From an optimization exercise on the open Yosys and OpenROAD flow, aimed at small area and a short achievable clock period; shortcuts taken in it are not production practice. Function was not checked in any run shown here: the RTL went through the layout flow alone. No activity file was given, so power comes from the tool's default toggle rates.

<file path="flow/run.sh">
#!/bin/bash
# synth_recipe.tcl (not shown) runs the flow's synth.tcl, then flattens the netlist and writes it again
# the make line also repeats each setting of config.mk as NAME=value (left out here)
make -C /OpenROAD-flow-scripts/flow DESIGN_CONFIG=/design/flow/config.mk WORK_HOME=/design/flow/orfs CLKGATE_MAP_FILE= SYNTH_SCRIPT=/design/flow/synth_recipe.tcl finish
</file>
<file path="flow/config.mk">
export PLATFORM = sky130hd
export DESIGN_NAME = ternary_matmul_top
export DESIGN_NICKNAME = ternary_matmul_top
export VERILOG_FILES = /design/flow/design.v
export SDC_FILE = /design/flow/constraint.sdc
export NUM_CORES = 4
export LEC_CHECK = 0
export CAP_MARGIN = 20
export CORE_MARGIN = 2
export CORE_UTILIZATION = 40
export SLEW_MARGIN = 20
</file>
<file path="flow/constraint.sdc">
create_clock -name core_clock -period 14.0 [get_ports {clk}]
set_input_delay 2.8000 -clock core_clock [delete_from_list [all_inputs] [get_ports {clk}]]
set_output_delay 2.8000 -clock core_clock [all_outputs]
set_load 0.01 [all_outputs]
</file>
<file path="flow/design.v">
package ternary_pkg;
    localparam int compute_slices = 2;
    localparam int lanes_per_byte = 5;
    localparam int array_rows = lanes_per_byte * compute_slices;
    localparam int acc_count = array_rows * compute_slices;
    localparam int acc_width = 16;
    localparam int byte_width = 8;
    localparam int result_shift = 8;
    typedef logic [acc_width-1:0] acc_t;
    typedef logic [byte_width-1:0] byte_t;
endpackage
module weight_unpacker(packed_weights, en, neg);
  input [7:0] packed_weights;
  wire [7:0] packed_weights;
  output [4:0] en;
  wire [4:0] en;
  output [4:0] neg;
  wire [4:0] neg;
  wire _000_;
  wire _001_;
  wire _002_;
  wire _003_;
  wire _004_;
  wire _005_;
  wire _006_;
  wire _007_;
  wire _008_;
  wire _009_;
  wire _010_;
  wire _011_;
  wire _012_;
  wire _013_;
  wire _014_;
  wire _015_;
  wire _016_;
  wire _017_;
  wire _018_;
  wire _019_;
  wire _020_;
  wire _021_;
  wire _022_;
  wire _023_;
  wire _024_;
  wire _025_;
  wire _026_;
  wire _027_;
  wire _028_;
  wire _029_;
  wire _030_;
  wire _031_;
  wire _032_;
  wire _033_;
  wire _034_;
  wire _035_;
  wire _036_;
  wire _037_;
  wire _038_;
  wire _039_;
  wire _040_;
  wire _041_;
  wire _042_;
  wire _043_;
  wire _044_;
  wire _045_;
  wire _046_;
  wire _047_;
  wire _048_;
  wire _049_;
  wire _050_;
  wire _051_;
  wire _052_;
  wire _053_;
  wire _054_;
  wire _055_;
  wire _056_;
  wire _057_;
  wire _058_;
  wire _059_;
  wire _060_;
  wire _061_;
  wire _062_;
  wire _063_;
  wire _064_;
  wire _065_;
  wire _066_;
  wire _067_;
  wire _068_;
  wire _069_;
  wire _070_;
  wire _071_;
  wire _072_;
  wire _073_;
  wire _074_;
  wire _075_;
  wire _076_;
  wire _077_;
  wire _078_;
  wire _079_;
  wire _080_;
  wire _081_;
  wire _082_;
  wire _083_;
  wire _084_;
  wire _085_;
  wire _086_;
  wire _087_;
  wire _088_;
  wire _089_;
  wire _090_;
  wire _091_;
  wire _092_;
  wire _093_;
  wire _094_;
  wire _095_;
  wire _096_;
  wire _097_;
  wire _098_;
  wire _099_;
  wire _100_;
  wire _101_;
  wire _102_;
  wire _103_;
  wire _104_;
  wire _105_;
  wire _106_;
  wire _107_;
  wire _108_;
  wire _109_;
  wire _110_;
  wire _111_;
  wire _112_;
  wire _113_;
  wire _114_;
  wire _115_;
  wire _116_;
  wire _117_;
  wire _118_;
  assign _039_ = 4'h2 >> packed_weights[7:6];
  assign _040_ = 4'h4 >> { packed_weights[4], packed_weights[1] };
  assign _041_ = 4'h8 >> { packed_weights[5], packed_weights[2] };
  assign _042_ = 4'h1 >> { packed_weights[5], packed_weights[2] };
  assign _043_ = 4'h1 >> { _042_, _041_ };
  assign _044_ = 4'h4 >> { _043_, _040_ };
  assign _045_ = 4'h2 >> { packed_weights[4], packed_weights[1] };
  assign _046_ = 4'h2 >> { packed_weights[5], packed_weights[2] };
  assign _047_ = 4'h1 >> { _046_, _045_ };
  assign _048_ = 4'h1 >> { _047_, _044_ };
  assign _049_ = 4'h8 >> { _047_, _044_ };
  assign _050_ = 4'h1 >> { _049_, _048_ };
  assign _051_ = 4'h4 >> { packed_weights[0], packed_weights[3] };
  assign _052_ = 4'h2 >> { packed_weights[0], packed_weights[3] };
  assign _053_ = 4'h1 >> { _052_, _051_ };
  assign _054_ = 4'h4 >> { _053_, _050_ };
  assign _055_ = 4'h4 >> { packed_weights[5], packed_weights[2] };
  assign _056_ = 4'h1 >> { _055_, _045_ };
  assign _057_ = 4'h1 >> { _046_, _040_ };
  assign _058_ = 4'h2 >> { _057_, _056_ };
  assign _059_ = 4'h4 >> { _057_, _056_ };
  assign _060_ = 4'h1 >> { _059_, _058_ };
  assign _061_ = 4'h2 >> { _060_, _051_ };
  assign _062_ = 4'h8 >> { _061_, _050_ };
  assign _063_ = 4'h8 >> { _060_, _052_ };
  assign _064_ = 4'h1 >> { _063_, _062_ };
  assign _065_ = 4'h4 >> { _064_, _054_ };
  assign _066_ = 4'h2 >> { _065_, _039_ };
  assign _067_ = 4'h8 >> { _052_, _050_ };
  assign _068_ = 4'h1 >> { _067_, _061_ };
  assign _069_ = 4'h2 >> { _060_, _050_ };
  assign _070_ = 4'h2 >> { _069_, _053_ };
  assign _071_ = 4'h2 >> { _070_, _068_ };
  assign _072_ = 4'h2 >> { _071_, _065_ };
  assign _073_ = 4'h1 >> { _072_, _039_ };
  assign _074_ = 4'h4 >> packed_weights[7:6];
  assign _075_ = 4'h1 >> { _074_, _071_ };
  assign _076_ = 4'h1 >> { _075_, _073_ };
  assign _077_ = 4'h2 >> { _076_, packed_weights[7] };
  assign _078_ = 4'h1 >> { _077_, _066_ };
  assign _079_ = 4'h1 >> { _052_, _040_ };
  assign _080_ = 4'h1 >> { _079_, _045_ };
  assign _081_ = 4'h2 >> { _080_, _043_ };
  assign _082_ = 4'h4 >> { _080_, _043_ };
  assign _083_ = 4'h1 >> { _082_, _081_ };
  assign _084_ = 4'h2 >> { _083_, _078_ };
  assign _085_ = 4'h2 >> { _069_, _068_ };
  assign _086_ = 4'h2 >> { _085_, _046_ };
  assign _087_ = 4'h8 >> { _085_, _055_ };
  assign _088_ = 4'h8 >> { _051_, _048_ };
  assign _089_ = 4'h1 >> { _088_, _087_ };
  assign _090_ = 4'h4 >> { _089_, _086_ };
  assign _091_ = 4'h4 >> { _090_, _084_ };
  assign _092_ = 4'h2 >> { _090_, _078_ };
  assign _093_ = 4'h1 >> { _092_, _091_ };
  assign _094_ = 4'h8 >> packed_weights[7:6];
  assign _095_ = 4'h4 >> { packed_weights[6], packed_weights[4] };
  assign _096_ = 4'h2 >> { packed_weights[7], packed_weights[5] };
  assign _097_ = 4'h4 >> { packed_weights[7], packed_weights[5] };
  assign _098_ = 4'h1 >> { _097_, _096_ };
  assign _099_ = 4'h4 >> { _098_, _095_ };
  assign _100_ = 4'h2 >> { _039_, packed_weights[4] };
  assign _101_ = 4'h1 >> { _098_, _074_ };
  assign _102_ = 4'h4 >> { _101_, _100_ };
  assign _103_ = 4'h1 >> { _102_, _099_ };
  assign _104_ = 4'h2 >> { _091_, _042_ };
  assign _105_ = 4'h2 >> { _104_, packed_weights[3] };
  assign _106_ = 4'h1 >> { _105_, _041_ };
  assign _107_ = 4'h1 >> { _106_, packed_weights[4] };
  assign _108_ = 4'h8 >> { _091_, packed_weights[5] };
  assign _109_ = 4'h2 >> { _108_, packed_weights[4] };
  assign _110_ = 4'h4 >> { _109_, _105_ };
  assign _111_ = 4'h8 >> { _099_, _094_ };
  assign _112_ = 4'h4 >> { _083_, _078_ };
  assign _113_ = 4'h1 >> { _112_, _111_ };
  assign en[3] = 4'h7 >> { _113_, _091_ };
  assign _114_ = 4'h1 >> { _043_, packed_weights[3] };
  assign _115_ = 4'h2 >> { _041_, packed_weights[3] };
  assign _116_ = 4'h1 >> { _115_, _114_ };
  assign _117_ = 4'h4 >> { _116_, en[3] };
  assign _118_ = 4'h1 >> { _117_, _110_ };
  assign _000_ = 4'h4 >> { _118_, _107_ };
  assign _001_ = 4'h4 >> { _000_, _074_ };
  assign _002_ = 4'h4 >> { _042_, packed_weights[3] };
  assign _003_ = 4'h2 >> { _002_, _109_ };
  assign _004_ = 4'h2 >> packed_weights[4:3];
  assign _005_ = 4'h4 >> { _004_, _042_ };
  assign _006_ = 4'h1 >> { _005_, _002_ };
  assign _007_ = 4'h2 >> { _006_, _091_ };
  assign _008_ = 4'h1 >> { _007_, _003_ };
  assign _009_ = 4'h8 >> { _008_, packed_weights[7] };
  assign _010_ = 4'h1 >> { _008_, packed_weights[7] };
  assign _011_ = 4'h1 >> { _010_, _009_ };
  assign _012_ = 4'h8 >> { _011_, packed_weights[6] };
  assign _013_ = 4'h1 >> packed_weights[7:6];
  assign _014_ = 4'h4 >> { _013_, _008_ };
  assign _015_ = 4'h1 >> { _014_, _000_ };
  assign _016_ = 4'h4 >> { _015_, _012_ };
  assign neg[2] = 4'h1 >> { _016_, _001_ };
  assign _017_ = 4'h4 >> { neg[2], packed_weights[3] };
  assign _018_ = 4'h8 >> { _017_, _093_ };
  assign _019_ = 4'h1 >> { _018_, _103_ };
  assign _020_ = 4'h8 >> { _017_, _103_ };
  assign neg[1] = 4'h1 >> { _020_, _019_ };
  assign _021_ = 4'h2 >> { neg[1], packed_weights[5] };
  assign _022_ = 4'h8 >> { _021_, _094_ };
  assign neg[3] = 4'h2 >> { _022_, _093_ };
  assign _023_ = 4'h8 >> { _021_, _074_ };
  assign _024_ = 4'h2 >> { _021_, _094_ };
  assign neg[0] = 4'he >> { _024_, _023_ };
  assign _025_ = 4'h1 >> { _024_, _013_ };
  assign _026_ = 4'h2 >> { _025_, _072_ };
  assign _027_ = 4'h8 >> { _074_, _071_ };
  assign _028_ = 4'h1 >> { _027_, _066_ };
  assign en[4] = 4'h4 >> { _028_, _026_ };
  assign _029_ = 4'h4 >> { _025_, _011_ };
  assign _030_ = 4'h1 >> { _029_, _000_ };
  assign _031_ = 4'h8 >> { _025_, _000_ };
  assign en[2] = 4'he >> { _031_, _030_ };
  assign _032_ = 4'h2 >> { _100_, _098_ };
  assign _033_ = 4'h4 >> { en[2], _094_ };
  assign _034_ = 4'h1 >> { _033_, _032_ };
  assign _035_ = 4'h1 >> { _098_, _095_ };
  assign _036_ = 4'h1 >> { _035_, neg[1] };
  assign en[1] = 4'hb >> { _036_, _034_ };
  assign _037_ = 4'h2 >> { neg[1], packed_weights[6] };
  assign en[0] = 4'he >> { _037_, packed_weights[7] };
  assign _038_ = 4'h1 >> { _025_, _065_ };
  assign neg[4] = 4'he >> { _038_, _076_ };
endmodule
`timescale 1ns/1ps
module input_stager (
    input  logic       clk,
    input  logic       reset,
    input  logic       compute,
    input  logic [7:0] weights_in,
    input  logic [7:0] activations_in,
    output logic [9:0] row_en,
    output logic [9:0] row_neg,
    output logic [7:0] act
);
    logic       slice;
    logic       slice_next;
    logic [7:0] fill_w0, fill_w1, fill_a0, fill_a1;
    logic [4:0] en0, neg0, en1, neg1;
    logic [7:0] frame0;
    assign slice_next = !reset && compute && !slice;
    always_ff @(posedge clk) begin
        slice <= slice_next;
    end
    always_ff @(posedge clk) begin
        if (reset) begin
            fill_w0 <= 8'hff;
            fill_w1 <= 8'hff;
            fill_a0 <= 8'h00;
            fill_a1 <= 8'h00;
        end else if (slice) begin
            fill_w1 <= weights_in;
            fill_a1 <= activations_in;
        end else begin
            fill_w0 <= weights_in;
            fill_a0 <= activations_in;
        end
    end
    weight_unpacker u_dec0 (.packed_weights(fill_w0), .en(en0), .neg(neg0));
    weight_unpacker u_dec1 (.packed_weights(fill_w1), .en(en1), .neg(neg1));
    always_ff @(posedge clk) begin
        if (!slice) begin
            row_en  <= {en1, en0};
            row_neg <= {neg1, neg0};
            frame0  <= fill_a0;
        end
    end
    always_ff @(posedge clk) begin
        if (slice) begin
            act <= frame0;
        end else if (slice_next) begin
            act <= fill_a1;
        end else begin
            act <= fill_a0;
        end
    end
endmodule
`timescale 1ns/1ps
module mac_array (
    input  logic                   clk,
    input  logic                   clr_head,
    input  logic [9:0]             row_en,
    input  logic [9:0]             row_neg,
    input  logic [7:0]             act,
    output ternary_pkg::acc_t [ternary_pkg::acc_count-1:0] acc_q
);
    for (genvar r = 0; r < ternary_pkg::array_rows; r++) begin : g_row
        logic [15:0] h, sum;
        logic [7:0]  t;
        logic [8:0]  c;
        logic [8:0]  ones, zeros;
        logic        inc, dec;
        assign h = clr_head ? 16'h0000 : acc_q[2*r];
        assign t    = {8{row_en[r]}} & (act ^ {8{row_neg[r]}});
        assign c[0] = row_en[r] & row_neg[r];
        for (genvar i = 0; i < 8; i++) begin : g_lo
            assign sum[i]  = h[i] ^ t[i] ^ c[i];
            assign c[i+1]  = (h[i] & t[i]) | (c[i] & (h[i] ^ t[i]));
        end
        assign inc = c[8] & !t[7];
        assign dec = !c[8] & t[7];
        assign ones[0]  = 1'b1;
        assign zeros[0] = 1'b1;
        for (genvar i = 0; i < 8; i++) begin : g_hi
            assign ones[i+1]  = ones[i] & h[8+i];
            assign zeros[i+1] = zeros[i] & !h[8+i];
            assign sum[8+i]   = h[8+i] ^ ((inc & ones[i]) | (dec & zeros[i]));
        end
        always_ff @(posedge clk) begin
            acc_q[2*r]   <= acc_q[2*r+1];
            acc_q[2*r+1] <= sum;
        end
    end
endmodule
`timescale 1ns/1ps
module readout_queue (
    input  logic       clk,
    input  logic       reset,
    input  logic       compute,
    input  logic       clr,
    input  logic       clr_prev,
    input  logic       cap,
    input  logic       zero,
    input  ternary_pkg::acc_t [ternary_pkg::acc_count-1:0] acc_q,
    output logic [7:0] result_out
);
    localparam int N = ternary_pkg::acc_count;
    ternary_pkg::byte_t q [1:N-1];
    ternary_pkg::byte_t e [1:N-1];
    for (genvar n = 1; n < N; n++) begin : g_e
        if (n % 2 == 0) begin : g_head
            assign e[n] = cap ? (clr_prev ? 8'h00 : acc_q[n][15:8]) : q[n];
        end else begin : g_tail
            assign e[n] = cap ? acc_q[n][15:8] : q[n];
        end
    end
    always_ff @(posedge clk) begin
        for (int n = 1; n < N - 1; n++) begin
            q[n] <= e[n+1];
        end
        q[N-1] <= e[N-1];
    end
    always_ff @(posedge clk) begin
        if (reset) begin
            result_out <= '0;
        end else if (!compute) begin
            result_out <= clr ? 8'h00 : acc_q[1][15:8];
        end else begin
            result_out <= zero ? 8'h00 : e[1];
        end
    end
endmodule
`timescale 1ns/1ps
module ternary_matmul_top (
    input  logic       clk,
    input  logic       reset,
    input  logic [7:0] weights_in,
    input  logic [7:0] activations_in,
    input  logic       compute,
    output logic [7:0] result_out
);
    logic [9:0] row_en, row_neg;
    logic [7:0] act;
    logic clr, clr_prev, clr_head, cap, zero;
    ternary_pkg::acc_t [ternary_pkg::acc_count-1:0] acc_q;
    always_ff @(posedge clk) begin
        clr      <= reset || !compute;
        clr_prev <= clr;
        clr_head <= reset || !compute || clr;
        cap      <= !reset && !compute;
        zero     <= reset || (zero && compute);
    end
    input_stager u_input_stager (
        .clk            (clk),
        .reset          (reset),
        .compute        (compute),
        .weights_in     (weights_in),
        .activations_in (activations_in),
        .row_en         (row_en),
        .row_neg        (row_neg),
        .act            (act)
    );
    mac_array u_mac_array (
        .clk      (clk),
        .clr_head (clr_head),
        .row_en   (row_en),
        .row_neg  (row_neg),
        .act      (act),
        .acc_q    (acc_q)
    );
    readout_queue u_readout_queue (
        .clk        (clk),
        .reset      (reset),
        .compute    (compute),
        .clr        (clr),
        .clr_prev   (clr_prev),
        .cap        (cap),
        .zero       (zero),
        .acc_q      (acc_q),
        .result_out (result_out)
    );
endmodule
</file>
==> notes.md, run 1 <==
initial DRC count=between 400 and 500; total gr overflow=0; worst reg2reg path depth=18; dominant cell type by area after synthesis=dfxtp_1; Leak Pwr=between 10 and 15 nW; fraction of registers with async set/reset=0; CP max-delay cell=clkinv_1; worst-path cell chain=clkinv_1 -> nand2_1 -> fa_1 -> inv_1 -> fa_1 -> fa_1 -> fa_1 -> fa_1 -> fa_1 -> fa_1 -> fa_1 -> inv_1 -> ha_1 -> o21ai_0 -> or3_1 -> nand3_1 -> o21a_1 -> o221ai_1; multi-input logic area=0.00980 mm2; proportion of netlist area held by the largest area contributor=0.462; CP Max Fanout=~70; Sequential Area=~0.011 mm2; Placer Congestion=approximately 0.8; critical path's largest stage delay=between 800 and 900 ps; CTS max path bufs=3; area delta synth->final=12.2%; Routed WL per cell=14.4 um; min cycle time layout=about 6600 ps; initial antenna violation count=0; startpoint types=flip-flop; sequential area share after synthesis=0.511; htree depth=2; Placed Cells incl. Taps=about 2,800; RSZ-0062 raised after global routing=false; pin count of the biggest net entering global routing=94; Core Region=roughly 0.055 mm2; num rows=86; Detailed Routing Iterations Pass 1=5; Via-to-Cell Ratio=4.92; TritonCTS Buffers=55; setup_tns=0 ps; max-cap viol count=0; reg2reg start=clr_head$_DFF_P_; Crit Path Category=flip-flop to flip-flop; Post-synth EDFFs=36; TritonCTS clock tree=done; post-cts hold buffer count=0; # fillers=5,098; Main synth FF type=dfxtp_1; status=finished clean; worst skew pair latency=630 ps; Critical Path Source=clr_head$_DFF_P_; DPL Wire Length=roughly 27,000 um; diodes inserted=0; post_cts resized=0; postcts setup bufs=0; Worst setup EP type=flip-flop; global-route wire length before repair=approximately 71,000 um; number of non-filler instances in the completed layout=2,892; final hold slack=286 ps; DR DRC count=0; end of the critical path=u_mac_array.acc_q[286]$_DFF_P_; yosys warns=6; die area=~0.057 mm2; starting density of the core=0.403; crit-path most repeated cell=fa_1; GRT Overall Usage=0.150; fin. max-slew vios=0; Worst R2R Setup Slack=7450 ps; Hold Violations, Final=0; FF+latch count, synth=between 500 and 600; root buf cell=clkbuf_16; Die Wd=239 um; Netlist cell types=84; Final Skew=around 65 ps; vias after detailed routing=about 14,000; Cells after Synth=about 2,200; highest clock rate=approximately 150 MHz; syn_nets=2,298; finished layout cell area=0.0248 mm2; crit path DAT=about 7000 ps; Req. time, crit path=between 10,000 and 15,000 ps; nets@finish=2,275; placed cell area=around 0.023 mm2; mapped cell area=between 0.02 and 0.025 mm2; Clock transition at path regs=~60 ps; Power Dens Cells=189 mW/mm2; Die Y=around 240 um; r2r endpoint=u_mac_array.acc_q[286]$_DFF_P_; Final Setup Violations=0; Final Cycle Share=0.468; Buffers on Ports=26; clock sink count=roughly 550; Worst Hold Class=flip-flop to flip-flop; ANT nets after route=0; layout cells sized above 1=0.0882; Top Ports=27; Tightest Pin Transition=~1000 ps; Synth area leaders=dfxtp_1 (46%), fa_1 (7.2%), edfxtp_1 (4.9%), o21ai_0 (3.7%), nand2_1 (3.7%); syn avg cell area=around 10 um2; VDD IR max=roughly 0.00012 V; Slew headroom=0.302; vias in the first global route=between 10,000 and 15,000; Post-Route WL=~42,000 um
-- cell families after synthesis --
kind of cell               count (synthesis)  share of synthesized area
AOI/OAI and AO/OA                        369                      0.104
adders and majority gates                116                     0.0926
DFF                                      546                      0.511
muxes                                    113                     0.0550
xor gates and xnor gates                 120                     0.0476
buffers and inverters                    269                     0.0463
and+or+nand+nor                          632                      0.143
-- final cells by class --
cell class	instances	area share
Inverter	153	0.0232
Timing Repair Buffer	36	0.0135
Clock inverter	18	0.00954
Multi-Input combinational cell	1350	0.395
Clock buffer	85	0.0674
Sequential cell	546	0.456
Tap cell	704	0.0355
-- report_power, final --
group | internal [mW] | switching [mW]
sequential | 2.10 | 0.315
combinational | 0.382 | 0.387
clock | 0.883 | 0.618
total | 3.36 | 1.32
-- layout by cell type (no fill, tap or decap), types with 6 or more instances in the layout --
master           Yosys  final
nor2_1              97     97
and2_1              66     66
nor3_1              31     31
clkdlybuf4s50_1      0     26
buf_4                3     10
nand4_1             16     16
dfxtp_1            510    507
a22o_1              10     10
a31oi_1             18     18
and4b_1              9      9
nand3_1             34     34
nor2b_1             96     94
clkbuf_1            98     13
o31ai_1              7      7
o21ai_0            165    165
xor2_1              87     87
mux2_2              68     68
clkbuf_8             0     16
fa_1                80     80
a211o_1              6      6
xnor2_1             33     33
o22ai_1              9      9
and3_1               9      9
o211ai_1            24     24
nand2b_1             7      7
inv_1              151    149
clkinv_2             0     10
ha_1                34     34
nor4_1              13     13
edfxtp_1            36     36
a21oi_1             58     58
clkbuf_16            0     56
nor3b_1             14     14
mux2i_1             45     45
o21a_1               8      8
a21o_1               6      6
nand2_1            218    218
-- metrics by stage --
step | utilization | setup slack [ps] | power (mW)
after floorplan | - | 8450 | 2.98
after global placement | 0.417 | 7580 | 3.17
after detailed placement | 0.417 | 7380 | 3.21
after CTS | 0.452 | 7350 | 4.74
after global routing | 0.452 | 6940 | 4.98
final | 0.452 | 7450 | 4.68
-- state kept, by name, summed over array words and instances, names as in the netlist, 8 cells and up --
signal	count
u_input_stager.act	8
u_input_stager.fill_a0	8
u_input_stager.fill_a1	8
u_input_stager.fill_w0	8
u_input_stager.fill_w1	8
u_input_stager.frame0	8
u_input_stager.row_en	10
u_input_stager.row_neg	10
u_mac_array.acc_q	320
u_readout_queue.q	144
u_readout_queue.result_out	8
-- worst min-delay path by stage --
stage,start,end,cells past startpoint
2_1_floorplan,u_mac_array.acc_q[16]$_DFF_P_,u_mac_array.acc_q[0]$_DFF_P_,0
3_3_place_gp,u_mac_array.acc_q[273]$_DFF_P_,u_mac_array.acc_q[257]$_DFF_P_,0
3_5_place_dp,u_mac_array.acc_q[241]$_DFF_P_,u_mac_array.acc_q[225]$_DFF_P_,0
4_1_cts,u_mac_array.acc_q[212]$_DFF_P_,u_mac_array.acc_q[196]$_DFF_P_,0
5_1_grt,u_mac_array.acc_q[212]$_DFF_P_,u_mac_array.acc_q[196]$_DFF_P_,0
6_report,u_mac_array.acc_q[212]$_DFF_P_,u_mac_array.acc_q[196]$_DFF_P_,0
-- synthesized netlist by cell type, types with 36 or more instances --
master	count
dfxtp_1	510
nand2_1	218
o21ai_0	165
inv_1	151
clkbuf_1	98
nor2_1	97
nor2b_1	96
xor2_1	87
fa_1	80
mux2_2	68
and2_1	66
a21oi_1	58
mux2i_1	45
edfxtp_1	36
-- critical path, delay by kind of cell (launching register included) --
| kind | cells | cell delay [ps] |
|---|---|---|
| buf+inv | 3 | 990 |
| flops | 1 | 810 |
| fa+ha+maj | 9 | 3230 |
| simple gates | 3 | 840 |
| compound gates | 3 | 470 |
-- layer usage --
metal | global-route usage | routed length [um] | up-vias
met5 | 0 | 0 | -
met1 | 0.186 | 19100 | 6827
li1 | - | - | 7164
met3 | 0.0246 | 1290 | 74
met4 | 0.0517 | 953 | 0
met2 | 0.265 | 20300 | 176
==> inputs of run 2 (changes only) <==
--- a/flow/config.mk
+++ b/flow/config.mk
@@ -6,4 +6,5 @@
 export NUM_CORES = 4
 export LEC_CHECK = 0
+export ABC_AREA = 1
 export CAP_MARGIN = 20
 export CORE_MARGIN = 2
==> run 2 against run 1 <==
Effect of this change:
- register-to-register slack better by 710 ps
- synthesized cell count is 11% higher
- clock power decreased by 4%
- highest routed layer unchanged
- area after synthesis shrank 4.9%
- maximum frequency is 12% higher
- setup slack improved by 710 ps
- critical path type unchanged
- sequential power shrank 3%
==> notes.md, run 2 <==
Critical Path Source=clr_head$_DFF_P_; num rows=between 80 and 90; Crit Path Category=flip-flop to flip-flop; root buf cell=clkbuf_16; Placer Congestion=0.778; Cells after Synth=approximately 2,400; starting density of the core=0.407; Power Dens Cells=approximately 190 mW/mm2; sequential area share after synthesis=0.537; Die Y=about 230 um; die area=between 0.05 and 0.06 mm2; DPL Wire Length=25,600 um; VDD IR max=about 0.00010 V; most common cell in the netlist=nand2_1; status=finished clean; nets@finish=2,521; postcts setup bufs=0; syn_nets=around 2,500; Synth area leaders=dfxtp_1 (49%), nand2_1 (10%), fa_1 (7.6%), nor2_1 (6.1%), edfxtp_1 (5.1%); Post-synth EDFFs=36; Hold Path Cell Cnt=0; Tightest Pin Transition=980 ps; post-cts hold buffer count=0; max reg flops=320; htree depth=2; Final Skew=19.2 ps; proportion of netlist area held by the largest area contributor=0.486; Post-Route WL=slightly below 40,000 um; DR DRC count=0; syn avg cell area=8.77 um2; ANT nets after route=0; worst reg2reg path depth=20; Final Setup Violations=0; Top Ports=27; setup_tns=0 ps; mux share of post-synthesis cell area=0.00143; total gr overflow=0; worst skew pair latency=600 ps; Final Cycle Share=0.417; Post-Synth XOR/XNOR Area=0.0471; CP max-delay cell=dfxtp_4; Slew headroom=0.346; Die Wd=233 um; crit-path most repeated cell=fa_1; Main synth FF type=dfxtp_1; vias after detailed routing=between 10,000 and 15,000; initial antenna violation count=0; pin count of the biggest net entering global routing=73; Netlist cell types=38; global-route wire length before repair=67,400 um; max-cap viol count=0; worst-path cell chain=buf_4 -> nor2_1 -> fa_1 -> fa_1 -> fa_1 -> fa_1 -> fa_1 -> fa_1 -> fa_1 -> inv_1 -> ha_1 -> inv_1 -> nor3_1 -> inv_1 -> nor2_1 -> o21ai_0 -> nor2_1 -> nand3_1 -> o21ai_0 -> xor2_1; Worst setup EP type=flip-flop; area delta synth->final=12.5%; gate family responsible for the most delay along the worst path=adder cells; diodes inserted=0; vias in the first global route=14,070; Buffers on Ports=26; clock sink count=546; Min-Delay Startpoint=u_mac_array.acc_q[275]$_DFF_P_; Adder-Cell Fraction of Synth Area=0.0965; largest family of logic cells by synthesized area=simple AND/OR/NAND/NOR gates; mapped cell area=0.0210 mm2; dominant cell type by area after synthesis=dfxtp_1; FF+latch count, synth=~550; Via-to-Cell Ratio=4.54; Core Region=0.0516 mm2; most frequent cells after synthesis=nand2_1 (557), dfxtp_1 (510), nor2_1 (343); total power=between 4 and 5 mW; most common cell after layout, fill and taps aside=nand2_1; TritonCTS Buffers=54; GRT Overall Usage=0.152; fin. max-slew vios=0; final hold slack=between 300 and 400 ps; initial DRC count=roughly 750; TritonCTS clock tree=done; Detailed Routing Iterations Pass 1=5; simple-gate share of the synthesized area=0.190; reg2reg start=clr_head$_DFF_P_; CTS max path bufs=3; min cycle time layout=5840 ps; fraction of registers with async set/reset=0; Worst Hold Class=flip-flop to flip-flop; yosys warns=6; compound-cell area share of the yosys netlist=0.0597; # fillers=roughly 4,900; Routed WL per cell=~13 um; WP buf/inv=4; Req. time, crit path=~15,000 ps; CP Max Fanout=between 50 and 60; Clock transition at path regs=60 ps; crit path DAT=roughly 6400 ps; critical path's largest stage delay=slightly below 800 ps; highest clock rate=171 MHz; commonest cells after routing, fill and taps aside=nand2_1 (557), dfxtp_1 (508), nor2_1 (343), inv_1 (275), o21ai_0 (177); post_cts resized=0; Leak Pwr=about 11 nW; Largest Register=u_mac_array.acc_q; RSZ-0062 raised after global routing=false; startpoint types=flip-flop; Largest regs=u_mac_array.acc_q x320, u_readout_queue.q x144; layout cells sized above 1=0.0559; Hold Violations, Final=0; WP depth=20
run 2: changes by cell type after synthesis, moves of 19 or more:
cell,delta
mux2_2,-68
inv_1,+125
a21oi_1,-40
nand2_2,+19
nand2_1,+339
nor2b_1,-96
and2_1,-64
mux2i_1,-42
nor2_1,+246
run 2: through the flow:
step | utilization | setup WS [ps] | instances | cell area (um2)
final | 0.458 | 8160 | 3111 | 23600
after global routing | 0.458 | 7660 | 3111 | 23600
after CTS | 0.458 | 8140 | 3111 | 23600
after detailed placement | 0.423 | 8070 | 3012 | 21800
after global placement | 0.423 | 8170 | 3011 | 21800
after floorplan | - | 8280 | 2395 | 21000
run 2: worst paths after layout:
path	end	slack, ps
max	u_mac_array.acc_q[159]$_DFF_P_	8160
min	u_mac_array.acc_q[259]$_DFF_P_	310
max reg2reg	u_mac_array.acc_q[159]$_DFF_P_	8160
min reg2reg	u_mac_array.acc_q[259]$_DFF_P_	310
run 2: worst reg2reg max path, cell delays in order, from the launching register on:
cell	delay [ps]
dfxtp_4	790
buf_4	640
nor2_1	170
fa_1	460
fa_1	390
fa_1	390
fa_1	390
fa_1	420
fa_1	400
fa_1	420
inv_1	70
ha_1	140
inv_1	50
nor3_1	180
inv_1	100
nor2_1	80
o21ai_0	110
nor2_1	220
nand3_1	90
o21ai_0	100
xor2_1	150
run 2: logic make-up (layout without fill, tap and decap cells):
group | after synthesis | after routing
flops | 546 | 546
buf+inv | 382 | 418
fa+ha+maj | 114 | 114
simple gates | 1006 | 1006
xor+xnor | 113 | 113
compound gates | 231 | 231
mux | 3 | 3
run 2: power by group:
group	leakage [nW]	switching (mW)	internal (mW)
clock network	0.879	0.590	0.849
logic	5.56	0.459	0.297
registers	4.63	0.220	2.11
run 2: metal layers:
| metal | up-vias | track usage | routed length, um |
|---|---|---|---|
| met5 | - | 0 | 0 |
| met4 | 0 | 0.0490 | 886 |
| met3 | 79 | 0.0258 | 1550 |
| met2 | 212 | 0.259 | 18400 |
| met1 | 6542 | 0.195 | 18500 |
| li1 | 7282 | - | - |
run 2: area by class of cell:
cell class | count | area, um2 | share of cell area
Tap cell | 680 | 851 | 0.0360
Timing Repair Buffer | 37 | 355 | 0.0150
Clock buffer | 86 | 1670 | 0.0705
Multi-Input combinational cell | 1467 | 8280 | 0.350
Inverter | 282 | 1060 | 0.0449
Clock inverter | 13 | 125 | 0.00529
Sequential cell | 546 | 11300 | 0.478
==> inputs of run 3 (changes only) <==
==> flow/flow/run.sh (new file) <==
#!/bin/bash
set -euo pipefail
bash standard.sh synth > synth.log 2>&1
bash standard.sh SETUP_SLACK_MARGIN=10 finish > layout.log 2>&1
==> flow/standard.sh (new file) <==
#!/bin/bash
# synth_recipe.tcl (not shown) runs the flow's synth.tcl, then flattens the netlist and writes it again
# the make line also repeats each setting of config.mk as NAME=value (left out here)
make -C /OpenROAD-flow-scripts/flow DESIGN_CONFIG=/design/flow/config.mk WORK_HOME=/design/flow/orfs CLKGATE_MAP_FILE= SYNTH_SCRIPT=/design/flow/synth_recipe.tcl "${@:-finish}"
removed: flow/run.sh
==> run 3 against run 2 <==
Effect of this change:
- still clean
- first-iteration DRC count decreased by 19%
- combinational power grew 29%
- worst hold slack worse by 6.6 ps
- highest routed layer unchanged
- largest power group unchanged
- flip-flop and latch count did not move
==> notes.md, run 3 <==
Core Region=about 0.052 mm2; vias after detailed routing=14,627; Placer Congestion=between 0.8 and 0.9; Hold Violations, Final=0; proportion of netlist area held by the largest area contributor=0.486; CTS max path bufs=3; diodes inserted=0; setup_tns=0 ps; ANT nets after route=0; pin count of the biggest net entering global routing=75; Clock power frac=0.291; Final Cycle Share=0.336; most common cell in the netlist=nand2_1; num rows=83; fin. max-slew vios=0; DPL Wire Length=approximately 25,000 um; Tightest Pin Transition=954 ps; total internal power=3.29 mW; Leak Pwr=roughly 12 nW; Die Y=between 200 and 250 um; Netlist cell types=38; layout cells sized above 1=0.193; switching portion of total power=0.293; vias in the first global route=14,941; number of non-filler instances in the completed layout=around 3,200; Synth area leaders=dfxtp_1 (49%), nand2_1 (10%), fa_1 (7.6%), nor2_1 (6.1%), edfxtp_1 (5.1%); Detailed Routing Iterations Pass 1=5; Top Ports=27; finished layout cell area=around 0.025 mm2; max reg flops=320; Final Skew=~26 ps; Die Wd=roughly 230 um; Crit Path Category=flip-flop to flip-flop; most common cell after layout, fill and taps aside=nand2_1; area delta synth->final=21.3%; final hold slack=between 300 and 400 ps; Clock transition at path regs=roughly 60 ps; FF+latch count, synth=546; starting density of the core=0.407; Main synth FF type=dfxtp_1; TritonCTS Buffers=53; CP Max Fanout=6; mapped cell area=around 0.021 mm2; Power Dens Cells=182 mW/mm2; Via-to-Cell Ratio=about 4.6; max-cap viol count=0; VDD IR max=0.0000981 V; initial antenna violation count=0; Sequential Power Share=0.499; startpoint types=flip-flop; total gr overflow=0; DR DRC count=0; dominant cell type by area after synthesis=dfxtp_1; commonest cells after routing, fill and taps aside=nand2_1 (529), dfxtp_1 (499), nor2_1 (313), inv_1 (240), o21ai_0 (139); yosys warns=6; Worst setup EP type=flip-flop; RSZ-0062 raised after global routing=true; Placed Cells incl. Taps=about 3,000; nets@finish=2,608; crit path DAT=5250 ps; worst skew pair latency=~610 ps; Final Setup Violations=0; die area=0.0544 mm2; sequential area share after synthesis=0.537; most frequent cells after synthesis=nand2_1 (557), dfxtp_1 (510), nor2_1 (343); Routed WL per cell=13.1 um; Slew headroom=0.363; min cycle time layout=between 4000 and 5000 ps; Post-Route WL=approximately 42,000 um; Cells after Synth=between 2,000 and 2,500; Psw=1.36 mW; Largest regs=u_mac_array.acc_q x320, u_readout_queue.q x144; GRT Overall Usage=0.158; status=finished clean; fraction of registers with async set/reset=0; clock sink count=546; Post-synth EDFFs=36; htree depth=2; total power=roughly 4.6 mW; Req. time, crit path=around 15,000 ps; TritonCTS clock tree=done; global-route wire length before repair=70,200 um; placed cell area=0.0221 mm2; syn_nets=about 2,500; Worst Hold Class=flip-flop to flip-flop; highest clock rate=approximately 210 MHz; Buffers on Ports=26; syn avg cell area=around 9 um2; initial DRC count=between 600 and 700; Largest Register=u_mac_array.acc_q; Logic pwr share=0.210; root buf cell=clkbuf_16
-- run 3: cell counts after synthesis --
Identical to the previous run, type by type.
-- run 3: metrics by stage --
stage	setup WS, ps	utilization
floorplan	9300	-
global placement	7930	0.429
detailed placement	7960	0.429
CTS	9270	0.484
global route	9070	0.494
finish	9290	0.494
-- run 3: layout make-up --
| cell class | instances | area (um2) |
|---|---|---|
| well taps | 680 | 851 |
| multi-input cells | 1467 | 9300 |
| clock buffers | 72 | 1490 |
| flip-flops and latches | 546 | 11300 |
| repair buffers | 125 | 1310 |
| clock inverters | 22 | 166 |
| inverters | 282 | 1070 |
| fillers | 4665 | 26100 |
-- run 3: kinds of logic (layout without fill, tap and decap cells) --
| kind of cell | after synthesis | after routing | synth area share |
|---|---|---|---|
| compound gates | 231 | 231 | 0.0597 |
| flops | 546 | 546 | 0.537 |
| mux | 3 | 3 | 0.00143 |
| fa+ha+maj | 114 | 114 | 0.0965 |
| buf+inv | 382 | 501 | 0.0683 |
| simple gates | 1006 | 1006 | 0.190 |
| xor+xnor | 113 | 113 | 0.0471 |
-- run 3: critical path, cell delays in order, from the launching register on --
cell,delay (ps)
dfxtp_4,400
buf_8,170
xor2_1,160
nand2_1,90
fa_2,220
inv_2,40
fa_2,330
fa_2,340
fa_2,350
fa_2,350
fa_2,340
fa_2,340
fa_2,380
inv_2,80
ha_4,120
o211ai_1,120
or3_4,380
nor2_4,140
nand3_1,70
o21ai_1,100
xnor2_1,130
-- run 3: final timing paths --
kind / from / to / slack [ps] / depth (start not counted)
min: u_mac_array.acc_q[246]$_DFF_P_ / u_mac_array.acc_q[230]$_DFF_P_ / 310 / 0
max: u_input_stager.act[0]$_DFF_P_ / u_mac_array.acc_q[31]$_DFF_P_ / 9290 / 20
min reg2reg: u_mac_array.acc_q[246]$_DFF_P_ / u_mac_array.acc_q[230]$_DFF_P_ / 310 / 0
max reg2reg: u_input_stager.act[0]$_DFF_P_ / u_mac_array.acc_q[31]$_DFF_P_ / 9290 / 20
-- run 3: power groups by stage --
stage	clock network [mW]	registers, mW	logic [mW]
after floorplan	0	2.26	0.683
after global placement	0	2.35	0.755
after detailed placement	0	2.37	0.778
after CTS	1.39	2.32	0.916
after global routing	1.46	2.38	1.13
final	1.35	2.32	0.974
-- run 3: timing repair --
item / 4_1_cts / 5_1_grt
hold buffers: 0 / 0
cloned: 3 / 0
pin swaps: 52 / 49
setup buffers: 64 / 24
setup endpoints to repair: 130 / 87
resized for setup: 174 / 113
-- run 3: per-layer routing --
metal	global-route usage	wire (um)	up-vias	part of all wire
li1	-	-	7462	-
met1	0.200	19500	6863	0.47
met2	0.271	19800	221	0.47
met3	0.0258	1520	81	0.036
met4	0.0549	1010	0	0.024
met5	0	0	-	0
==> inputs of run 4 (changes only) <==
==> flow/flow/run.sh (replaced) <==
#!/bin/bash
# Own layout flow: the standard steps, with Yosys's full-adder
# extraction left out of synthesis and more setup margin for repair.
set -euo pipefail
bash standard.sh ADDER_MAP_FILE= synth > synth.log 2>&1
bash standard.sh SETUP_SLACK_MARGIN=10 finish > layout.log 2>&1
==> run 4 against run 3 <==
Effect of this change:
- final area fell by 1.7%
- critical path type is now flip-flop to output port
- utilization fell by 3.8 points
- non-clock buffer count fell by 72
- clock-buffer cell count fell by 3
- critical endpoint is now result_out[1]
- routed wire length rose by 8.4%
- via count rose by 14%
- highest routed layer unchanged
==> notes.md, run 4 <==
status=finished clean; Buffers on Ports=26; syn_nets=approximately 2,900; # fillers=about 5,300; fin. max-slew vios=0; TritonCTS clock tree=done; Req. time, crit path=11,200 ps; RSZ-0062 raised after global routing=false; ANT nets after route=0; reg2reg start=u_input_stager.row_neg[4]$_SDFFCE_PP1N_; commonest cells after routing, fill and taps aside=nand2_1 (792), dfxtp_1 (508), nor2_1 (353), inv_1 (315), o21ai_0 (179); Routed WL per cell=between 10 and 15 um; worst skew pair latency=between 600 and 700 ps; min cycle time layout=between 3000 and 4000 ps; mapped cell area=around 0.022 mm2; layout cells sized above 1=0.0988; starting density of the core=0.404; max-cap viol count=0; vias in the first global route=about 16,000; root buf cell=clkbuf_16; total gr overflow=0; pin count of the biggest net entering global routing=77; Main synth FF type=dfxtp_1; clock sink count=546; CP max-delay cell=dfxtp_1; diodes inserted=0; most common cell in the netlist=nand2_1; vias after detailed routing=between 15,000 and 20,000; post-cts hold buffer count=0; Synth area leaders=dfxtp_1 (46%), nand2_1 (13%), xor2_1 (6.6%), nor2_1 (6.0%), inv_1 (5.4%); Netlist cell types=54; fraction of registers with async set/reset=0; VDD IR max=0.0000999 V; FF+latch count, synth=about 550; Cells after Synth=roughly 2,800; die area=about 0.057 mm2; switching portion of total power=0.299; Sequential Area=0.0113 mm2; CP Max Fanout=1; syn avg cell area=7.81 um2; Worst Hold Class=flip-flop to flip-flop; gate family responsible for the most delay along the worst path=flip-flops; Sequential Power Share=0.489; highest clock rate=256 MHz; area delta synth->final=12.8%; setup_tns=0 ps; final hold slack=around 320 ps; startpoint types=flip-flop; Placed Cells incl. Taps=3,522; max reg flops=320; DPL Wire Length=29,400 um; worst-path cell chain=buf_2; Die Wd=about 240 um; multi-input logic area=just over 0.009 mm2; Leak Pwr=~12 nW; htree depth=2; Core Region=around 0.055 mm2; num rows=86; yosys warns=6; Final Setup Violations=0; Largest Register=u_mac_array.acc_q; WP depth=1; Via-to-Cell Ratio=around 4.6; Min-Delay Startpoint=u_mac_array.acc_q[278]$_DFF_P_; Final Cycle Share=0.279; post-route setup slack=just over 10,000 ps; Logic pwr share=0.188; Placer Congestion=roughly 0.84; Hold Path Cell Cnt=0; Final Skew=between 15 and 20 ps; nets@finish=~2,900; Power Dens Cells=189 mW/mm2; Clock transition at path regs=~70 ps; Detailed Routing Iterations Pass 1=5; finished layout cell area=0.0251 mm2; proportion of netlist area held by the largest area contributor=0.460; most frequent cells after synthesis=nand2_1 (792), dfxtp_1 (510), nor2_1 (355); TritonCTS Buffers=between 50 and 60; Top Ports=27; Worst setup EP type=output port; DR DRC count=0; total internal power=between 3 and 4 mW; Post-synth EDFFs=36; Die Y=around 240 um; global-route wire length before repair=a little under 80,000 um; Slew headroom=0.298; Post-Route WL=roughly 45,000 um; initial DRC count=836; share of the core filled with cells=0.456; most common cell after layout, fill and taps aside=nand2_1; initial antenna violation count=0; worst reg2reg path depth=24; number of non-filler instances in the completed layout=approximately 3,600; Largest regs=u_mac_array.acc_q x320, u_readout_queue.q x144; crit path DAT=roughly 1100 ps; Psw=1.41 mW; sequential area share after synthesis=0.508; Critical Path Source=u_readout_queue.result_out[1]$_SDFF_PP0_; Tightest Pin Transition=~1100 ps; Hold Violations, Final=0; total power=~4.7 mW; placed cell area=~0.023 mm2; GRT Overall Usage=0.162; Placement Setup Slack=just under 9000 ps; Crit Path Category=flip-flop to output port; CTS max path bufs=3; dominant cell type by area after synthesis=dfxtp_1; WP buf/inv=1; Clock power frac=0.323; critical path's largest stage delay=~320 ps
run 4: kinds of logic after synthesis:
logic type,count (synthesis),share of synthesized area
and+or+nand+nor,1368,0.256
DFF,546,0.508
buffers and inverters,447,0.0796
AOI/OAI and AO/OA,257,0.0660
xor gates and xnor gates,224,0.0897
muxes,1,0.000451
run 4: layer usage:
layer | vias up | global-route usage | share of wire
li1 | 8701 | - | -
met1 | 7579 | 0.211 | 0.48
met2 | 250 | 0.276 | 0.46
met3 | 74 | 0.0270 | 0.038
met4 | 0 | 0.0449 | 0.021
met5 | - | 0 | 0
run 4: power groups by stage:
stage	registers, mW	logic [mW]	clock network, mW
after detailed placement	2.35	0.879	0
after global placement	2.33	0.854	0
final	2.31	0.890	1.53
after floorplan	2.23	0.779	0
after global routing	2.37	1.04	1.62
after CTS	2.32	0.889	1.56
run 4: cell type report:
cell class	instances	area share
Inverter	340	0.0513
Clock buffer	69	0.0633
Clock inverter	37	0.0130
Sequential cell	546	0.451
Timing Repair Buffer	53	0.0181
Multi-Input combinational cell	1850	0.366
Tap cell	748	0.0373
run 4: final timing paths:
path / endpoint / slack, ps
setup / recovery: result_out[1] / 10100
hold / removal: u_mac_array.acc_q[262]$_DFF_P_ / 320
setup reg to reg: u_mac_array.acc_q[159]$_DFF_P_ / 10500
hold reg to reg: u_mac_array.acc_q[262]$_DFF_P_ / 320
run 4: repair_timing:
| item | in CTS | in global routing |
|---|---|---|
| pin swaps | 0 | 2 |
| setup buffers | 0 | 15 |
| endpoints found under the setup margin | 18 | 18 |
| resized for setup | 37 | 6 |
==> inputs of run 5 (changes only) <==
==> flow/flow/run.sh (replaced) <==
#!/bin/bash
# Own layout flow: the standard steps, except that synthesis maps
# with an area-oriented ABC script (flow/abc_area.script, see
# flow/synth.tcl) and leaves out Yosys's full-adder extraction, and
# timing repair aims for more setup margin.
set -euo pipefail
export MY_ABC_SCRIPT=$PWD/flow/abc_area.script
bash standard.sh ADDER_MAP_FILE= SYNTH_SCRIPT=$PWD/flow/synth.tcl synth > synth.log 2>&1
bash standard.sh SETUP_SLACK_MARGIN=10 finish > layout.log 2>&1
==> flow/flow/abc_area.script (new file) <==
strash
dch
map -a
topo
==> flow/flow/synth.tcl (new file) <==
# The standard flow's synthesis script with ABC's mapping script replaced by the one
# named in MY_ABC_SCRIPT; everything else, registers included, is as in
# the standard synthesis.
proc synth {args} { yosys synth -nofsm -noshare {*}$args }
proc my_abc_args {name1 name2 op} {
  set i [lsearch -exact $::abc_args -script]
  if {$i >= 0 && [lindex $::abc_args [expr {$i + 1}]] ne $::env(MY_ABC_SCRIPT)} {
    set ::abc_args [lreplace $::abc_args [expr {$i + 1}] [expr {$i + 1}] $::env(MY_ABC_SCRIPT)]
  }
}
trace add variable ::abc_args write my_abc_args
source $::env(SCRIPTS_DIR)/synth.tcl
# left out here: clear keep_hierarchy, flatten, clean up, hide names made inside functions, write 1_2_yosys.v
--- a/flow/config.mk
+++ b/flow/config.mk
@@ -6,5 +6,4 @@
 export NUM_CORES = 4
 export LEC_CHECK = 0
-export ABC_AREA = 1
 export CAP_MARGIN = 20
 export CORE_MARGIN = 2
==> run 5 against run 4 <==
Effect of this change:
- setup slack got worse by 1100 ps
- sequential share of layout area decreased by 2.0 points
- utilization increased by 5.9 points
- flip-flop and latch count unchanged
- first-iteration DRC count increased by 18%
- highest routed layer unchanged
- worst hold slack got worse by 5.4 ps
- sequential power about the same
- combinational power increased by 39%
- clock power decreased by 7%
- synthesized cell count decreased by 8.7%
- largest cell class unchanged
- area after synthesis decreased by 7.2%
- still clean on timing, DRC and antenna
==> notes.md, run 5 <==
max-cap viol count=0; mapped cell area=0.0206 mm2; max reg flops=320; die area=0.0533 mm2; Final Cycle Share=0.354; Core Region=about 0.051 mm2; Clock transition at path regs=approximately 60 ps; starting density of the core=0.403; Netlist cell types=31; total gr overflow=0; vias after detailed routing=around 17,000; vias in the first global route=about 16,000; RSZ-0062 raised after global routing=true; Hold Violations, Final=0; root buf cell=clkbuf_16; dominant cell type by area after synthesis=dfxtp_1; Clock power frac=0.288; CTS max path bufs=3; fin. max-slew vios=0; Post-synth EDFFs=36; yosys warns=6; most common cell in the netlist=nor2_1; Main synth FF type=dfxtp_1; Req. time, crit path=between 10,000 and 15,000 ps; CP max-delay cell=dfxtp_4; diodes inserted=0; switching portion of total power=0.300; VDD IR max=around 0.0001 V; Tightest Pin Transition=863 ps; nets@finish=slightly below 3,000; Leak Pwr=11.0 nW; Sequential Power Share=0.461; DPL Wire Length=roughly 27,000 um; crit path DAT=about 5300 ps; Detailed Routing Iterations Pass 1=8; multi-input logic area=0.00891 mm2; startpoint types=flip-flop; most frequent cells after synthesis=nor2_1 (512), dfxtp_1 (510), nand2_1 (507); Power Dens Cells=roughly 190 mW/mm2; global-route wire length before repair=approximately 78,000 um; DR DRC count=0; Worst Hold Class=flip-flop to flip-flop; initial antenna violation count=0; total internal power=around 3.5 mW; status=finished clean; Top Ports=27; Die Wd=between 200 and 250 um; Largest Register=u_mac_array.acc_q; syn avg cell area=roughly 7.9 um2; highest clock rate=between 200 and 250 MHz; Logic pwr share=0.251; num rows=83; initial DRC count=around 1,000; ANT nets after route=0; layout cells sized above 1=0.186; Final Setup Violations=0; Worst setup EP type=flip-flop; TritonCTS clock tree=done; clock sink count=546; Slew headroom=0.420; GRT Overall Usage=0.177; Placer Congestion=between 0.7 and 0.8; critical path's largest stage delay=roughly 370 ps; Cells after Synth=2,595; Via-to-Cell Ratio=just under 5; Buffers on Ports=26; Die Y=around 230 um; syn_nets=between 2,000 and 3,000; sequential area share after synthesis=0.548; Largest regs=u_mac_array.acc_q x320, u_readout_queue.q x144; proportion of netlist area held by the largest area contributor=0.495; FF+latch count, synth=roughly 550; share of the core filled with cells=0.514; most common cell after layout, fill and taps aside=dfxtp_1; Sequential Area=0.0113 mm2; Psw=~1.5 mW; Final Skew=about 16 ps; worst skew pair latency=a little over 600 ps; Synth area leaders=dfxtp_1 (50%), nor2_1 (9.3%), nand2_1 (9.2%), clkinv_1 (6.1%), o21ai_0 (6.0%); pin count of the biggest net entering global routing=81; # fillers=approximately 4,700; Routed WL per cell=between 10 and 15 um; Crit Path Category=flip-flop to flip-flop; area delta synth->final=27.6%; crit-path most repeated cell=o21ai_2; fraction of registers with async set/reset=0; TritonCTS Buffers=55; commonest cells after routing, fill and taps aside=dfxtp_1 (499), nand2_1 (480), nor2_1 (450), clkinv_1 (287), o21ai_0 (211); min cycle time layout=4960 ps; setup_tns=0 ps; htree depth=2; Post-Route WL=50,700 um; CP Max Fanout=5
[run 5: logic make-up after synthesis]
logic type,synth area share
and+or+nand+nor,0.223
DFF,0.548
AOI/OAI and AO/OA,0.113
buffers and inverters,0.0607
xor gates and xnor gates,0.0540
adders and majority gates,0.00146
[run 5: power by group through the flow]
stage	logic, mW	registers [mW]	clock network [mW]
floorplan	0.693	2.26	0
finish	1.24	2.28	1.43
CTS	1.05	2.29	1.47
global route	1.39	2.33	1.53
detailed placement	0.860	2.32	0
global placement	0.837	2.30	0
[run 5: layout make-up]
type                            instances  share of cell area
Sequential cell                       546               0.431
Clock inverter                         15             0.00443
Inverter                              333              0.0518
Multi-Input combinational cell       1716               0.339
Clock buffer                           86              0.0637
Timing Repair Buffer                  224              0.0780
Timing Repair inverter                  1            0.000190
Tap cell                              680              0.0324
[run 5: path summary, 6_finish.rpt]
| path | start | endpoint | slack (ps) | depth (start not counted) |
|---|---|---|---|---|
| worst max register to register | u_input_stager.fill_w0[5]$_SDFFE_PP1N_ | u_input_stager.row_en[2]$_DFFE_PN_ | 9040 | 33 |
| worst max-delay path | u_input_stager.fill_w0[5]$_SDFFE_PP1N_ | u_input_stager.row_en[2]$_DFFE_PN_ | 9040 | 33 |
| worst min-delay path | u_mac_array.acc_q[182]$_DFF_P_ | u_mac_array.acc_q[166]$_DFF_P_ | 320 | 0 |
| worst min register to register | u_mac_array.acc_q[182]$_DFF_P_ | u_mac_array.acc_q[166]$_DFF_P_ | 320 | 0 |
[run 5: critical path: cells and delay by family (launching register included)]
kind	cells	cell delay, ps
flip-flops	1	370
buffers and inverters	9	860
AND/OR/NAND/NOR	12	1360
XOR/XNOR	1	200
AO/OA/AOI/OAI	11	1910
[run 5: what timing repair did]
item / in CTS / in global routing
setup buffers: 128 / 60
pin swaps: 36 / 63
hold buffers: 0 / 0
endpoints found under the setup margin: 112 / 77
cloned: 0 / 1
resized for setup: 129 / 209
[run 5: stage by stage]
stage          power, mW  hold WS [ps]  worst slack (ps)  cells  area, um2
5_1_grt             5.24           320              8970   3601      26300
3_5_place_dp        3.18           312              8730   3311      22000
3_3_place_gp        3.14           310              8900   3311      22000
4_1_cts             4.80           315              9650   3540      25200
6_report            4.95           318              9040   3601      26300
2_1_floorplan       2.96           310              9750   2595      20900
[run 5: per-layer routing]
metal / wire length (um) / track usage
met5: 0 / 0
met4: 2190 / 0.0774
met3: 2330 / 0.0331
met2: 24300 / 0.300
met1: 21900 / 0.219
==> inputs of run 6 (changes only) <==
--- a/flow/config.mk
+++ b/flow/config.mk
@@ -9,3 +9,4 @@
 export CORE_MARGIN = 2
 export CORE_UTILIZATION = 40
+export CTS_BUF_LIST = sky130_fd_sc_hd__clkbuf_8
 export SLEW_MARGIN = 20
==> run 6 against run 5 <==
Effect of this change:
- register-to-register slack gained 200 ps
- via count grew 1.2%
- clock skew grew 5.0 ps
- clock power shrank 7%
- power shrank 1.9%
- utilization shrank 0.18 points
- maximum frequency grew 4.2%
- combinational power is essentially flat
- routed wire length grew 0.35%
- sequential share of layout area grew 0.15 points
- non-clock buffer count shrank 5
- setup slack gained 200 ps
- largest cell class unchanged
- largest power group unchanged
==> notes.md, run 6 <==
total gr overflow=0; max reg flops=320; initial DRC count=about 1,000; Top Ports=27; Tightest Pin Transition=between 800 and 900 ps; switching portion of total power=0.310; post-route setup slack=a little over 9000 ps; commonest cells after routing, fill and taps aside=dfxtp_1 (498), nand2_1 (481), nor2_1 (449), clkinv_1 (284), o21ai_0 (212); Sequential Power Share=0.470; FF+latch count, synth=between 500 and 600; # fillers=between 4,000 and 5,000; layout cells sized above 1=0.196; Synth area leaders=dfxtp_1 (50%), nor2_1 (9.3%), nand2_1 (9.2%), clkinv_1 (6.1%), o21ai_0 (6.0%); Crit Path Category=flip-flop to flip-flop; DPL Wire Length=about 27,000 um; Cells after Synth=between 2,000 and 3,000; Largest regs=u_mac_array.acc_q x320, u_readout_queue.q x144; mapped cell area=approximately 0.02 mm2; Slew headroom=0.448; pin count of the biggest net entering global routing=between 80 and 90; finished layout cell area=between 0.02 and 0.03 mm2; TritonCTS Buffers=slightly below 90; crit path DAT=5180 ps; Final Cycle Share=0.340; root buf cell=clkbuf_8; number of non-filler instances in the completed layout=about 3,700; Power Dens Cells=between 150 and 200 mW/mm2; startpoint types=flip-flop; sequential area share after synthesis=0.548; Leak Pwr=between 10 and 15 nW; worst skew pair latency=660 ps; Largest Register=u_mac_array.acc_q; yosys warns=6; Routed WL per cell=~14 um; Main synth FF type=dfxtp_1; Final Skew=20.8 ps; max-cap viol count=0; CP Max Fanout=8; total power=4.86 mW; highest clock rate=210 MHz; Die Wd=approximately 230 um; most common cell in the netlist=nor2_1; Detailed Routing Iterations Pass 1=5; fin. max-slew vios=0; Clock power frac=0.274; vias after detailed routing=17,558; final hold slack=roughly 310 ps; Final Setup Violations=0; status=finished clean; min cycle time layout=between 4000 and 5000 ps; RSZ-0062 raised after global routing=true; DR DRC count=0; Placer Congestion=0.786; post-cts hold buffer count=0; Clock transition at path regs=roughly 70 ps; Logic pwr share=0.257; critical path's largest stage delay=between 500 and 600 ps; Netlist cell types=31; Post-synth EDFFs=36; Die Y=231 um; Hold Path Cell Cnt=0; Hold Violations, Final=0; htree depth=3; Core Region=about 0.051 mm2; Buffers on Ports=26; share of the core filled with cells=0.513; Req. time, crit path=about 14,000 ps; syn_nets=2,614; clock sink count=~550; setup_tns=0 ps; Via-to-Cell Ratio=approximately 4.8; GRT Overall Usage=0.179; fraction of registers with async set/reset=0; ANT nets after route=0; starting density of the core=0.403; initial antenna violation count=1; Worst Hold Class=flip-flop to flip-flop; CTS max path bufs=3; vias in the first global route=16,464; CP max-delay cell=nor2_2; VDD IR max=~0.000083 V; syn avg cell area=around 8 um2; Psw=between 1.5 and 2 mW; most common cell after layout, fill and taps aside=dfxtp_1; worst reg2reg path depth=28; proportion of netlist area held by the largest area contributor=0.495; placed cell area=~0.022 mm2; global-route wire length before repair=just under 80,000 um; nets@finish=2,924; Placement Setup Slack=8730 ps; most frequent cells after synthesis=nor2_1 (512), dfxtp_1 (510), nand2_1 (507); TritonCTS clock tree=done; Post-Route WL=around 51,000 um; Placed Cells incl. Taps=~3,300; total internal power=3.36 mW; Worst setup EP type=flip-flop; num rows=83; area delta synth->final=27.1%; dominant cell type by area after synthesis=dfxtp_1; die area=0.0533 mm2
[run 6: final cells by class]
cell class                      count  area (um2)  area share
Timing Repair Buffer              219        2000      0.0764
Clock inverter                     52         259     0.00989
Timing Repair inverter              1        5.00    0.000191
Inverter                          333        1360      0.0520
Tap cell                          680         851      0.0325
Clock buffer                      108        1490      0.0567
Antenna cell                        1        2.50   0.0000955
Multi-Input combinational cell   1716        8910       0.340
Sequential cell                   546       11300       0.432
[run 6: kinds of logic after synthesis]
kind of cell / count (synthesis) / synth area share
and+or+nand+nor: 1154 / 0.223
adders and majority gates: 3 / 0.00146
xor gates and xnor gates: 127 / 0.0540
DFF: 546 / 0.548
AOI/OAI and AO/OA: 432 / 0.113
buffers and inverters: 333 / 0.0607
[run 6: power groups by stage]
stage | logic, mW | clock network [mW] | registers [mW]
4_1_cts | 1.06 | 1.36 | 2.29
3_3_place_gp | 0.837 | 0 | 2.30
5_1_grt | 1.39 | 1.44 | 2.33
3_5_place_dp | 0.860 | 0 | 2.32
6_report | 1.25 | 1.33 | 2.28
2_1_floorplan | 0.693 | 0 | 2.26
[run 6: what timing repair did]
item | in CTS | in global routing
resized for setup | 143 | 206
buffers inserted | 133 | 50
gates cloned | 0 | 1
endpoints found under the setup margin | 106 | 64
pin swaps | 36 | 49
[run 6: worst max-delay path, delay by kind of cell, from the launching register on]
family / cells / cell delay, ps
buffers and inverters: 17 / 2250
AO/OA/AOI/OAI: 5 / 540
flip-flops: 1 / 500
AND/OR/NAND/NOR: 6 / 1210
[run 6: path summary, 6_finish.rpt]
path	start	to	slack (ps)
hold / removal	u_mac_array.acc_q[182]$_DFF_P_	u_mac_array.acc_q[166]$_DFF_P_	310
setup reg to reg	u_input_stager.fill_w0[7]$_SDFFE_PP1N_	u_input_stager.row_neg[2]$_DFFE_PN_	9240
setup / recovery	u_input_stager.fill_w0[7]$_SDFFE_PP1N_	u_input_stager.row_neg[2]$_DFFE_PN_	9240
hold reg to reg	u_mac_array.acc_q[182]$_DFF_P_	u_mac_array.acc_q[166]$_DFF_P_	310
[run 6: layer usage]
| layer | vias up | global-route usage | share of wire | wire length (um) |
|---|---|---|---|---|
| met1 | 8002 | 0.219 | 0.43 | 22000 |
| met4 | 0 | 0.0849 | 0.047 | 2390 |
| met2 | 457 | 0.300 | 0.47 | 24000 |
| li1 | 8897 | - | - | - |
| met3 | 202 | 0.0374 | 0.048 | 2450 |
| met5 | - | 0 | 0 | 0 |
==> inputs of run 7 (changes only) <==
==> flow/flow/abc_area.script (replaced) <==
strash
dch
map -D 2000
topo
stime
--- a/flow/config.mk
+++ b/flow/config.mk
@@ -9,4 +9,3 @@
 export CORE_MARGIN = 2
 export CORE_UTILIZATION = 40
-export CTS_BUF_LIST = sky130_fd_sc_hd__clkbuf_8
 export SLEW_MARGIN = 20
==> run 7 against run 6 <==
Effect of this change:
- die area is 2.8% higher
- final area is 7.5% lower
- largest cell class unchanged
- area after synthesis is 2.8% higher
- register-to-register slack better by 990 ps
- critical path type is now flip-flop to output port
- utilization is 5.1 points lower
- maximum frequency is 20% higher
==> notes.md, run 7 <==
RSZ-0062 raised after global routing=true; DPL Wire Length=between 30,000 and 40,000 um; total internal power=approximately 3.2 mW; ANT nets after route=0; dominant cell type by area after synthesis=dfxtp_1; Final Setup Violations=0; gate family responsible for the most delay along the worst path=flip-flops; most frequent cells after synthesis=nand2_1 (651), dfxtp_1 (510), nor2_1 (335); Clock transition at path regs=around 60 ps; Cells after Synth=between 2,000 and 3,000; syn avg cell area=about 8 um2; TritonCTS Buffers=55; placed cell area=roughly 0.022 mm2; Buffers on Ports=26; Crit Path Category=flip-flop to output port; Power Dens Cells=roughly 190 mW/mm2; Via-to-Cell Ratio=a little under 5; finished layout cell area=around 0.024 mm2; CTS max path bufs=3; Post-synth EDFFs=36; vias in the first global route=around 16,000; syn_nets=roughly 2,700; Post-Route WL=46,200 um; Die Wd=234 um; proportion of netlist area held by the largest area contributor=0.482; total gr overflow=0; TritonCTS clock tree=done; CP Max Fanout=1; vias after detailed routing=about 17,000; Logic pwr share=0.185; Slew headroom=0.268; htree depth=2; Worst Hold Class=flip-flop to flip-flop; startpoint types=flip-flop; postcts setup bufs=0; Tightest Pin Transition=1090 ps; root buf cell=clkbuf_16; status=finished clean; min cycle time layout=3950 ps; crit path DAT=1150 ps; Top Ports=27; Final Skew=~20 ps; most common cell in the netlist=nand2_1; Final Cycle Share=0.282; switching portion of total power=0.294; # fillers=around 5,100; diodes inserted=0; clock sink count=between 500 and 600; mapped cell area=0.0212 mm2; Routed WL per cell=approximately 13 um; Synth area leaders=dfxtp_1 (48%), nand2_1 (12%), xor2_1 (7.0%), nor2_1 (5.9%), o21ai_0 (5.4%); Die Y=234 um; setup_tns=0 ps; layout cells sized above 1=0.0511; area delta synth->final=14.3%; commonest cells after routing, fill and taps aside=nand2_1 (650), dfxtp_1 (505), nor2_1 (332), clkinv_1 (294), o21ai_0 (228); GRT Overall Usage=0.170; Psw=approximately 1.3 mW; max-cap viol count=0; Leak Pwr=10.5 nW; Worst setup EP type=output port; Main synth FF type=dfxtp_1; Placer Congestion=between 0.8 and 0.9; critical path's largest stage delay=about 320 ps; VDD IR max=between 0.00008 and 0.00009 V; total power=~4.5 mW; WP buf/inv=1; Largest regs=u_mac_array.acc_q x320, u_readout_queue.q x144; pin count of the biggest net entering global routing=76; worst-path cell chain=clkdlybuf4s15_1; worst skew pair latency=about 600 ps; Largest Register=u_mac_array.acc_q; Clock power frac=0.313; global-route wire length before repair=about 76,000 um; most common cell after layout, fill and taps aside=nand2_1; FF+latch count, synth=roughly 550; fin. max-slew vios=0; Worst R2R Setup Slack=a little over 10,000 ps; nets@finish=approximately 2,800; Req. time, crit path=between 10,000 and 15,000 ps; num rows=84; highest clock rate=about 250 MHz; post-cts hold buffer count=0; die area=between 0.05 and 0.06 mm2; DR DRC count=0; initial DRC count=approximately 910; max reg flops=320; Sequential Power Share=0.502; starting density of the core=0.404; CP max-delay cell=dfxtp_1; initial antenna violation count=0; Hold Violations, Final=0; yosys warns=6; Core Region=~0.052 mm2; Netlist cell types=37; fraction of registers with async set/reset=0; Detailed Routing Iterations Pass 1=5; sequential area share after synthesis=0.533
-- run 7: changes by cell type after synthesis, sizes merged, moves of 12 or more --
| cell | previous run | this run |
|---|---|---|
| nor3 | 71 | 59 |
| xor2 | 96 | 169 |
| o21ai | 248 | 230 |
| xnor2 | 31 | 15 |
| a21oi | 120 | 97 |
| nand4 | 4 | 25 |
| nand3 | 21 | 103 |
| a211oi | 13 | 0 |
| nand2 | 507 | 651 |
| o21a | 24 | 8 |
| a31oi | 2 | 16 |
| and3 | 21 | 3 |
| clkinv | 333 | 302 |
| nor2 | 512 | 335 |
-- run 7: cell families after synthesis --
group | after synthesis | share of synthesized area
flops | 546 | 0.533
buf+inv | 302 | 0.0535
simple gates | 1198 | 0.228
xor+xnor | 184 | 0.0761
compound gates | 416 | 0.109
-- run 7: worst paths after layout --
kind | from | cells after the start | endpoint
max | u_readout_queue.result_out[0]$_SDFF_PP0_ | 1 | result_out[0]
min | u_mac_array.acc_q[279]$_DFF_P_ | 0 | u_mac_array.acc_q[263]$_DFF_P_
max reg2reg | u_input_stager.fill_w0[5]$_SDFFE_PP1N_ | 18 | u_input_stager.row_en[4]$_SDFFCE_PN0N_
min reg2reg | u_mac_array.acc_q[279]$_DFF_P_ | 0 | u_mac_array.acc_q[263]$_DFF_P_
-- run 7: power by group through the flow --
stage / registers, mW / logic, mW / clock network (mW)
2_1_floorplan: 2.25 / 0.651 / 0
3_3_place_gp: 2.29 / 0.809 / 0
3_5_place_dp: 2.31 / 0.827 / 0
4_1_cts: 2.28 / 0.836 / 1.45
5_1_grt: 2.33 / 0.970 / 1.52
6_report: 2.27 / 0.840 / 1.42
-- run 7: timing repair --
item                       CTS  global route
resized for setup           24            30
pin swaps                    0             1
setup endpoints to repair   61            79
gates cloned                 0             0
-- run 7: cell type report --
type	instances	area, um2	area share
flip-flops and latches	546	11300	0.466
multi-input cells	1798	8840	0.365
clock buffers	90	1680	0.0694
inverters	302	1160	0.0479
well taps	688	861	0.0355
repair buffers	34	313	0.0129
clock inverters	9	63.8	0.00263
-- run 7: metrics by stage --
step	std cells	hold WS, ps	setup slack, ps	util
after floorplan	2646	310	10090	-
after global placement	3368	311	8940	0.427
after detailed placement	3368	312	8870	0.427
after CTS	3467	320	10010	0.461
after global routing	3467	314	9900	0.462
final	3467	314	10050	0.462
-- run 7: routing by layer --
layer / global-route usage / part of all wire
met5: 0 / 0
met4: 0.0524 / 0.024
met3: 0.0261 / 0.036
met2: 0.287 / 0.46
met1: 0.223 / 0.48

-- port drivers added, routing unchanged --
Ports are ideal in the flow. The routed layouts listed here were re-timed in OpenROAD. Step 1 (the two cells are an assumption about what drives the block):
set clk [get_ports {clk}]
set_driving_cell -lib_cell sky130_fd_sc_hd__clkbuf_16 $clk
set_driving_cell -lib_cell sky130_fd_sc_hd__buf_2 [delete_from_list [all_inputs] $clk]
Step 2, shift: input delay + t, output delay - t, t = (earliest + latest rising clock arrival at the registers) / 2. This alone moves slack from input paths to output paths. Three values: no drivers, after step 1, after step 2; two values: the first two.
run	t, ns	setup WS [ns]	worst setup path after step 2	worst data-port slew with drivers (ns)	cell pins on the clock port's net
run 1	0.657	7.449 / 7.449 / 7.449	register to register	0.09	1
run 2	0.647	8.159 / 8.159 / 8.086	input to register	0.04	1
run 3	0.655	9.291 / 9.291 / 9.291	register to register	0.03	1
run 4	0.665	10.100 / 10.044 / 9.501	input to register	0.04	1
run 5	0.664	9.043 / 9.043 / 9.043	register to register	0.05	1
run 6	0.708	9.243 / 9.243 / 9.243	register to register	0.04	1
run 7	0.655	10.049 / 9.995 / 9.516	input to register	0.06	1
After both steps setup and hold are still met in every run listed. For run 4, which loses most, drivers alone change the setup slack by -0.056 ns; drivers and shift together by -0.599 ns.
